From an optimization exercise on the open Yosys and OpenROAD flow, aimed at small area, a short achievable clock period and few clock cycles; shortcuts taken in it are not production practice.
The RTL was checked by simulation tests, not by an equivalence proof against the original design.
No activity file was given, so power comes from the tool's default toggle rates.

`flow/run.sh`:
```
#!/bin/bash
# synth_recipe.tcl (not shown) runs the flow's synth.tcl, then flattens the netlist and writes it again
# the make line also repeats each setting of config.mk as NAME=value (left out here)
make -C /OpenROAD-flow-scripts/flow DESIGN_CONFIG=/design/flow/config.mk WORK_HOME=/design/flow/orfs CLKGATE_MAP_FILE= SYNTH_SCRIPT=/design/flow/synth_recipe.tcl finish
```
`flow/config.mk`:
```
export PLATFORM = sky130hd
export DESIGN_NAME = software_timer_expiry_scan
export DESIGN_NICKNAME = software_timer_expiry_scan
export VERILOG_FILES = /design/flow/design.v
export SDC_FILE = /design/flow/constraint.sdc
export NUM_CORES = 4
export LEC_CHECK = 0
export CAP_MARGIN = 20
export CORE_MARGIN = 2
export CORE_UTILIZATION = 40
export SLEW_MARGIN = 20
```
`flow/constraint.sdc`:
```
create_clock -name core_clock -period 6.0 [get_ports {clk}]
set_input_delay 1.2000 -clock core_clock [delete_from_list [all_inputs] [get_ports {clk}]]
set_output_delay 1.2000 -clock core_clock [all_outputs]
set_load 0.01 [all_outputs]
```
`flow/design.v`:
```
`default_nettype none
module swt_front #(
	parameter int NUM_TIMERS = 32
) (
	input  wire logic         clk,
	input  wire logic         arst_n,
	input  wire logic         push,
	output      logic         full,
	input  wire logic [1:0]   mode,
	input  wire logic [4:0]   timer_id,
	input  wire logic [15:0]  deadline,
	input  wire logic [7:0]   payload,
	input  wire logic         cmd_pop,
	output      logic         cmd_empty,
	output      logic [1:0]   cmd_op,
	output      logic [4:0]   cmd_id,
	output      logic [15:0]  cmd_deadline,
	output      logic [7:0]   cmd_payload
);
	localparam int CMD_DEPTH = 2;
	localparam int PW = (CMD_DEPTH > 1) ? $clog2(CMD_DEPTH) : 1;
	localparam int CW = $clog2(CMD_DEPTH + 1);
	localparam logic [1:0] MODE_TICK   = 2'd0;
	localparam logic [1:0] MODE_ARM    = 2'd1;
	localparam logic [1:0] MODE_CANCEL = 2'd2;
	localparam logic [1:0] OP_TICK     = 2'd0;
	localparam logic [1:0] OP_ARM      = 2'd1;
	localparam logic [1:0] OP_CANCEL   = 2'd2;
	logic [1:0]      op_q [0:CMD_DEPTH-1];
	logic [4:0]      id_q [0:CMD_DEPTH-1];
	logic [15:0]     dl_q [0:CMD_DEPTH-1];
	logic [7:0]      pl_q [0:CMD_DEPTH-1];
	logic [PW-1:0]   wr_ptr_q;
	logic [PW-1:0]   rd_ptr_q;
	logic [CW-1:0]   count_q;
	logic [1:0]      dec_op;
	logic            keep;
	logic            wr;
	logic            rd;
	logic            id_ok;
	always_comb begin
		id_ok  = ({27'd0, timer_id} < NUM_TIMERS);
		dec_op = OP_TICK;
		keep   = 1'b0;
		case (mode)
			MODE_TICK: begin
				keep = 1'b1;
			end
			MODE_ARM: begin
				dec_op = OP_ARM;
				keep   = id_ok;
			end
			MODE_CANCEL: begin
				dec_op = OP_CANCEL;
				keep   = id_ok;
			end
			default: begin
				keep = 1'b0;
			end
		endcase
	end
	assign full         = (count_q == CW'(CMD_DEPTH));
	assign cmd_empty    = (count_q == '0);
	assign wr           = push && !full && keep;
	assign rd           = cmd_pop && !cmd_empty;
	assign cmd_op       = op_q[rd_ptr_q];
	assign cmd_id       = id_q[rd_ptr_q];
	assign cmd_deadline = dl_q[rd_ptr_q];
	assign cmd_payload  = pl_q[rd_ptr_q];
	always_ff @(posedge clk) begin
		if (wr) begin
			op_q[wr_ptr_q] <= dec_op;
			id_q[wr_ptr_q] <= timer_id;
			dl_q[wr_ptr_q] <= deadline;
			pl_q[wr_ptr_q] <= payload;
		end
	end
	always_ff @(posedge clk or negedge arst_n) begin
		if (!arst_n) begin
			wr_ptr_q <= '0;
			rd_ptr_q <= '0;
			count_q  <= '0;
		end else begin
			if (wr) begin
				wr_ptr_q <= (wr_ptr_q == PW'(CMD_DEPTH - 1)) ? '0 : wr_ptr_q + 1'b1;
			end
			if (rd) begin
				rd_ptr_q <= (rd_ptr_q == PW'(CMD_DEPTH - 1)) ? '0 : rd_ptr_q + 1'b1;
			end
			if (wr && !rd) begin
				count_q <= count_q + 1'b1;
			end else if (rd && !wr) begin
				count_q <= count_q - 1'b1;
			end
		end
	end
endmodule
`default_nettype wire
`default_nettype none
module swt_res_fifo (
	input  wire logic         clk,
	input  wire logic         arst_n,
	input  wire logic         res_push,
	input  wire logic [4:0]   res_id,
	input  wire logic [7:0]   res_payload,
	input  wire logic         res_last,
	output      logic         res_full,
	input  wire logic         pop,
	output      logic         empty,
	output      logic [4:0]   out_id,
	output      logic [7:0]   out_payload,
	output      logic         out_last
);
	localparam int RES_DEPTH = 4;
	localparam int PW = $clog2(RES_DEPTH);
	localparam int CW = $clog2(RES_DEPTH + 1);
	logic [4:0]    id_q   [0:RES_DEPTH-1];
	logic [7:0]    pl_q   [0:RES_DEPTH-1];
	logic          last_q [0:RES_DEPTH-1];
	logic [PW-1:0] wr_ptr_q;
	logic [PW-1:0] rd_ptr_q;
	logic [CW-1:0] count_q;
	logic          wr;
	logic          rd;
	assign res_full    = (count_q == CW'(RES_DEPTH));
	assign empty       = (count_q == '0);
	assign wr          = res_push && !res_full;
	assign rd          = pop && !empty;
	assign out_id      = id_q[rd_ptr_q];
	assign out_payload = pl_q[rd_ptr_q];
	assign out_last    = last_q[rd_ptr_q];
	always_ff @(posedge clk) begin
		if (wr) begin
			id_q[wr_ptr_q]   <= res_id;
			pl_q[wr_ptr_q]   <= res_payload;
			last_q[wr_ptr_q] <= res_last;
		end
	end
	always_ff @(posedge clk or negedge arst_n) begin
		if (!arst_n) begin
			wr_ptr_q <= '0;
			rd_ptr_q <= '0;
			count_q  <= '0;
		end else begin
			if (wr) begin
				wr_ptr_q <= wr_ptr_q + 1'b1;
			end
			if (rd) begin
				rd_ptr_q <= rd_ptr_q + 1'b1;
			end
			if (wr && !rd) begin
				count_q <= count_q + 1'b1;
			end else if (rd && !wr) begin
				count_q <= count_q - 1'b1;
			end
		end
	end
endmodule
`default_nettype wire
`default_nettype none
module swt_back #(
	parameter int NUM_TIMERS = 32
) (
	input  wire logic         clk,
	input  wire logic         arst_n,
	input  wire logic         cmd_empty,
	input  wire logic [1:0]   cmd_op,
	input  wire logic [4:0]   cmd_id,
	input  wire logic [15:0]  cmd_deadline,
	input  wire logic [7:0]   cmd_payload,
	output      logic         cmd_pop,
	input  wire logic         res_full,
	output      logic         res_push,
	output      logic [4:0]   res_id,
	output      logic [7:0]   res_payload,
	output      logic         res_last
);
	localparam int IW = (NUM_TIMERS > 1) ? $clog2(NUM_TIMERS) : 1;
	localparam int CW = $clog2(NUM_TIMERS + 1);
	localparam logic [15:0] NO_DEADLINE = 16'hFFFF;
	localparam logic [1:0]  OP_TICK     = 2'd0;
	localparam logic [1:0]  OP_ARM      = 2'd1;
	localparam logic [1:0]  OP_CANCEL   = 2'd2;
	localparam logic [1:0]  ST_IDLE  = 2'd0;
	localparam logic [1:0]  ST_SCAN  = 2'd1;
	localparam logic [1:0]  ST_FLUSH = 2'd2;
	logic [1:0]             state_q;
	logic [15:0]            tick_q;
	logic [15:0]            next_dl_q;
	logic [15:0]            min_q;
	logic [NUM_TIMERS-1:0]  active_q;
	logic [CW-1:0]          rd_cnt_q;
	logic                   v_s1;
	logic [IW-1:0]          idx_s1;
	logic                   pend_v_q;
	logic [4:0]             pend_id_q;
	logic [7:0]             pend_pl_q;
	logic [15:0]            dl_mem [0:NUM_TIMERS-1];
	logic [7:0]             pl_mem [0:NUM_TIMERS-1];
	logic [15:0]            rd_dl_s1;
	logic [7:0]             rd_pl_s1;
	logic [IW-1:0]          cmd_idx;
	logic [15:0]            tick_nxt;
	logic                   issue;
	logic                   fire;
	logic                   stall;
	logic                   adv;
	logic                   rd_en;
	logic                   mem_wr;
	assign cmd_idx  = cmd_id[IW-1:0];
	assign tick_nxt = tick_q + 1'b1;
	assign cmd_pop  = (state_q == ST_IDLE) && !cmd_empty;
	assign mem_wr   = cmd_pop && (cmd_op == OP_ARM);
	assign issue = (state_q == ST_SCAN) && (rd_cnt_q < CW'(NUM_TIMERS));
	assign fire  = v_s1 && active_q[idx_s1] && (rd_dl_s1 <= tick_q);
	assign stall = fire && pend_v_q && res_full;
	assign adv   = !stall;
	assign rd_en = issue && adv;
	always_comb begin
		res_push    = 1'b0;
		res_id      = pend_id_q;
		res_payload = pend_pl_q;
		res_last    = (state_q == ST_FLUSH);
		if (state_q == ST_SCAN) begin
			res_push = fire && pend_v_q && !res_full;
		end else if (state_q == ST_FLUSH) begin
			res_push = pend_v_q && !res_full;
		end
	end
	always_ff @(posedge clk) begin
		if (mem_wr) begin
			dl_mem[cmd_idx] <= cmd_deadline;
			pl_mem[cmd_idx] <= cmd_payload;
		end
		if (rd_en) begin
			rd_dl_s1 <= dl_mem[rd_cnt_q[IW-1:0]];
			rd_pl_s1 <= pl_mem[rd_cnt_q[IW-1:0]];
		end
	end
	always_ff @(posedge clk or negedge arst_n) begin
		if (!arst_n) begin
			state_q   <= ST_IDLE;
			tick_q    <= '0;
			next_dl_q <= NO_DEADLINE;
			min_q     <= NO_DEADLINE;
			active_q  <= '0;
			rd_cnt_q  <= '0;
			v_s1      <= 1'b0;
			idx_s1    <= '0;
			pend_v_q  <= 1'b0;
			pend_id_q <= '0;
			pend_pl_q <= '0;
		end else begin
			case (state_q)
				ST_IDLE: begin
					if (cmd_pop) begin
						case (cmd_op)
							OP_TICK: begin
								tick_q <= tick_nxt;
								if (next_dl_q <= tick_nxt) begin
									state_q  <= ST_SCAN;
									rd_cnt_q <= '0;
									v_s1     <= 1'b0;
									min_q    <= NO_DEADLINE;
									pend_v_q <= 1'b0;
								end
							end
							OP_ARM: begin
								active_q[cmd_idx] <= 1'b1;
								if (cmd_deadline < next_dl_q) begin
									next_dl_q <= cmd_deadline;
								end
							end
							OP_CANCEL: begin
								active_q[cmd_idx] <= 1'b0;
							end
							default: begin
							end
						endcase
					end
				end
				ST_SCAN: begin
					if (adv) begin
						v_s1   <= issue;
						idx_s1 <= rd_cnt_q[IW-1:0];
						if (issue) begin
							rd_cnt_q <= rd_cnt_q + 1'b1;
						end
						if (v_s1) begin
							if (fire) begin
								active_q[idx_s1] <= 1'b0;
								pend_v_q         <= 1'b1;
								pend_id_q        <= 5'(idx_s1);
								pend_pl_q        <= rd_pl_s1;
							end else if (active_q[idx_s1] && (rd_dl_s1 < min_q)) begin
								min_q <= rd_dl_s1;
							end
						end
						if (!v_s1 && !issue) begin
							next_dl_q <= min_q;
							state_q   <= ST_FLUSH;
						end
					end
				end
				ST_FLUSH: begin
					if (!pend_v_q) begin
						state_q <= ST_IDLE;
					end else if (!res_full) begin
						pend_v_q <= 1'b0;
						state_q  <= ST_IDLE;
					end
				end
				default: begin
					state_q <= ST_IDLE;
				end
			endcase
		end
	end
endmodule
`default_nettype wire
`default_nettype none
module software_timer_expiry_scan #(
	parameter int NUM_TIMERS = 32
) (
	input  wire logic         clk,
	input  wire logic         arst_n,
	input  wire logic         push,
	output      logic         full,
	input  wire logic [1:0]   mode,
	input  wire logic [4:0]   timer_id,
	input  wire logic [15:0]  deadline,
	input  wire logic [7:0]   payload,
	output      logic         empty,
	input  wire logic         pop,
	output      logic [4:0]   fired_timer,
	output      logic [7:0]   fired_payload,
	output      logic         last
);
	logic [1:0]  cmd_op;
	logic [4:0]  cmd_id;
	logic [15:0] cmd_deadline;
	logic [7:0]  cmd_payload;
	logic        cmd_empty;
	logic        cmd_pop;
	logic [4:0]  res_id;
	logic [7:0]  res_payload;
	logic        res_last;
	logic        res_push;
	logic        res_full;
	swt_front #(
		.NUM_TIMERS(NUM_TIMERS)
	) u_front (
		.clk          (clk),
		.arst_n       (arst_n),
		.push         (push),
		.full         (full),
		.mode         (mode),
		.timer_id     (timer_id),
		.deadline     (deadline),
		.payload      (payload),
		.cmd_pop      (cmd_pop),
		.cmd_empty    (cmd_empty),
		.cmd_op       (cmd_op),
		.cmd_id       (cmd_id),
		.cmd_deadline (cmd_deadline),
		.cmd_payload  (cmd_payload)
	);
	swt_back #(
		.NUM_TIMERS(NUM_TIMERS)
	) u_back (
		.clk          (clk),
		.arst_n       (arst_n),
		.cmd_empty    (cmd_empty),
		.cmd_op       (cmd_op),
		.cmd_id       (cmd_id),
		.cmd_deadline (cmd_deadline),
		.cmd_payload  (cmd_payload),
		.cmd_pop      (cmd_pop),
		.res_full     (res_full),
		.res_push     (res_push),
		.res_id       (res_id),
		.res_payload  (res_payload),
		.res_last     (res_last)
	);
	swt_res_fifo u_res_fifo (
		.clk         (clk),
		.arst_n      (arst_n),
		.res_push    (res_push),
		.res_id      (res_id),
		.res_payload (res_payload),
		.res_last    (res_last),
		.res_full    (res_full),
		.pop         (pop),
		.empty       (empty),
		.out_id      (fired_timer),
		.out_payload (fired_payload),
		.out_last    (last)
	);
endmodule
`default_nettype wire
```
==> results.txt <==
-- layer usage --
layer | wire length (um) | vias to the layer above
li1 | - | 10850
met1 | 49500 | 13030
met2 | 56330 | 1004
met3 | 7322 | 205
met4 | 2938 | 2
met5 | 13 | -
-- metrics by stage --
| stage | instance area [um2] | total power (uW) |
|---|---|---|
| after detailed placement | 45950 | 18080 |
| after CTS | 49230 | 24350 |
| final | 49320 | 24300 |
| after floorplan | 43510 | 15050 |
| after global routing | 49320 | 25390 |
| after global placement | 45920 | 17900 |
-- sequential cells by signal (all words and copies together), names as in the netlist, 5 cells and up, named ones only --
signal	count
u_back.dl_mem	512
u_back.idx_s1	5
u_back.min_q	16
u_back.next_dl_q	16
u_back.pend_id_q	5
u_back.pend_pl_q	8
u_back.pl_mem	256
u_back.rd_cnt_q	6
u_back.rd_dl_s1	16
u_back.rd_pl_s1	8
u_back.tick_q	16
u_front.dl_q	32
u_front.id_q	10
u_front.pl_q	16
u_res_fifo.id_q	20
u_res_fifo.pl_q	32
-- cell families (layout without fill, tap and decap cells) --
kind of cell / count (synthesis) / after routing
compound gates: 539 / 539
mux: 365 / 365
flops: 1029 / 1029
buf+inv: 229 / 376
fa+ha+maj: 86 / 86
xor+xnor: 47 / 47
simple gates: 402 / 402
-- report_power, final --
| part | leakage (uW) | switching, uW | internal [uW] |
|---|---|---|---|
| combinational | 0.00507 | 5100 | 2860 |
| sequential | 0.00978 | 864 | 9180 |
| clock | 0.00159 | 2750 | 3540 |
| total | 0.0164 | 8720 | 15600 |
-- critical path: stages (launching register included) --
cell	delay [ps]
dfrtp_2	1060
mux2_2	460
inv_1	130
ha_1	450
nand2_1	180
xnor2_1	340
and2_1	400
nor3b_1	900
a32oi_1	140
o31ai_1	290
-- synthesized netlist by cell type (77+ instances only) --
library cell  instances
a21oi_1             131
clkbuf_1             97
dfrtp_1              87
edfxtp_1            910
ha_1                 85
inv_1                77
mux2_2               91
mux2i_1             153
mux4_2              120
nand2_1             196
o21ai_0             134
o221ai_1             84
-- worst min path at each step --
stage | end | cells after the start
finish | u_back.pend_pl_q[7] | 1
detailed placement | u_back.tick_q[15] | 1
global placement | u_back.pend_pl_q[3] | 1
floorplan | u_back.tick_q[15] | 1
CTS | u_back.pend_pl_q[7] | 1
global route | u_back.pend_pl_q[7] | 1
-- layout make-up --
type / instances / share of cell area, %
Multi-Input combinational cell: 1439 / 25.55
Tap cell: 1403 / 3.559
Timing Repair Buffer: 106 / 2.085
Clock buffer: 130 / 5.559
Clock inverter: 62 / 1.099
Sequential cell: 1029 / 61.56
Inverter: 78 / 0.5937
-- cells in the final DEF (no fill, tap or decap), drive strengths merged, types with 67 or more instances in the layout --
| master | n |
|---|---|
| edfxtp | 910 |
| mux2i | 154 |
| o21ai | 141 |
| a21oi | 131 |
| nand2 | 196 |
| dfrtp | 87 |
| nor2 | 67 |
| inv | 79 |
| o221ai | 84 |
| mux2 | 91 |
| ha | 85 |
| mux4 | 120 |
| clkbuf | 130 |
==> qor.yml <==
outcome: "timing/DRC/antenna clean"
vias_per_cell: 5.906
grtUsageTotal_pct: 20.65
synthFlopType: "edfxtp_1"
num-fill-cells: 9184
synth_compound_area_share_pct: 8.322
syn_to_final_growth_pct: 13.34
cp.arrival_ps: 5090
stdcell_count: 4247
worstSetupStartpoint: "u_front.rd_ptr_q"
yosys_warnings: 3
met2_usage_pct: 34.11
cts_tree: "yes"
seqCellArea_um2: 30360
synthXorXnorAreaFrac_pct: 0.9461
clock_skew_ps: 31.48
synthSimpleGateAreaFrac_pct: 4.348
clock_latency_ps: 690
avgSynthCellArea_um2: 16.13
synth_area_leaders: "edfxtp_1 63%, mux4_2 6.2%, dfrtp_1 5.0%"
powerDensity_nw_per_um2: 492.7
synth_area_um2: 43510
io_buffers: 50
synth-adder-area-share_pct: 2.490
cap_violations: 0
hp-class: "reg -> reg"
synth_cell_types: 70
multiInputGateArea_um2: 12600
fin_util_pct: 45.88
fin_crit_sh_pct: 75.44
muxShareOfSynthArea_pct: 12.12
post_cts_buffers: 0
clk_pin_slew_ps: 60
end_kind: "register"
fmax_mhz: 220.9
slew_headroom_pct: 22.39
wl_um: 116100
rsz0062_at_grt: "no"
required_ps: 6570
vias: 25080
start_util_pct: 40.47
pin_count: 51
postCtsHoldBufs: 0
drt_iter0_markers: 2714
die_area_um2: 111400
ctsResizeCount: 0
dieHeight_um: 333.8
ant_nets: 0
first_global_vias: 25070
synth_top_family_by_area: "multiplexers"
fin_setup_tns_ps: 0
core_um2: 107500
die_width_um: 333.8
ir_drop_v: 0.0002567
grt-ovfl-total: 0
grt_pass1_wl_um: 170700
cts_sinks: 1029
clock_path_buffers: 3
drive_above_1_share_pct: 17.97
drc: 0
cts.htree.levels: 3
async_flop_share_pct: 11.56
cts-root-buf: "clkbuf_16"
dp_cells: 4052
synth-seq-area-share_pct: 69.74
rows: 120
fin_nets: 2878
layout_setup_ws_ps: 1474
postSynthCellCount: 2697
cts-buffers-inserted: 103
synth_top_cell_by_area: "edfxtp_1"
synth_top_area_share_pct: 62.80
wire_per_inst_um: 27.34
diodes: 0
routabilityCongestion: 0.9135
p_leak_uw: 0.01643
syn-num-nets: 2818
grt_max_degree: 79
dr.pass1.iters: 5
antenna_found_initial: 5
critPathKind: "reg -> reg"
reg2reg_depth: 9
grtUsageMet3_pct: 3.096
grt_busiest_layer: "met2"
dpl.hpwl_um: 72490
cp_max_fo: 41
dp_worst_setup_slack_ps: 1541
synth_edf_count: 910
worst_pin_slew_ps: 1157
regToRegSetupSlack_ps: 1470
timing.final.max_slew_violations: 0
fin_crit_ps: 4526
use_met1_pct: 28.59
setup_viol: 0
start_kind: "register"
hp-start: "u_back.rd_pl_s1[7]"
ys_ff_latch: 1029
timing.hold.ws_ps: 464.5
rr_startpoint: "u_front.rd_ptr_q"
hold_viol_final: 0
Testbench counts, summed over its fixed seeds: cycles 101,969.

## afterwards: timing with drivers on the ports
The flow's constraints put no driver on any port. The routed layout listed below was extracted and timed again, unchanged, in two steps.
Step 1 assumes that a clkbuf_16 drives the clock port and a buf_2 every other input.
Step 2 adds t to the input delays and takes it off the output delays; t is the mean of the earliest and latest rising clock arrival at the registers after step 1. Input paths then give back, and output paths get back, about the clock's delay inside the block.
Three values: no drivers, after step 1, after step 2; two values: the first two.
t, ns: 0.740
setup WS [ns]: 1.474 / 1.474 / 1.474
clock arrival spread, ns: 0.033 / 0.033
worst register clock-pin slew, ns: 0.07 / 0.07
pins driven straight from the clock port: 1
After both steps this run still meets setup and hold. For this run, drivers alone change the setup slack by 0.000 ns; drivers and shift together by 0.000 ns.
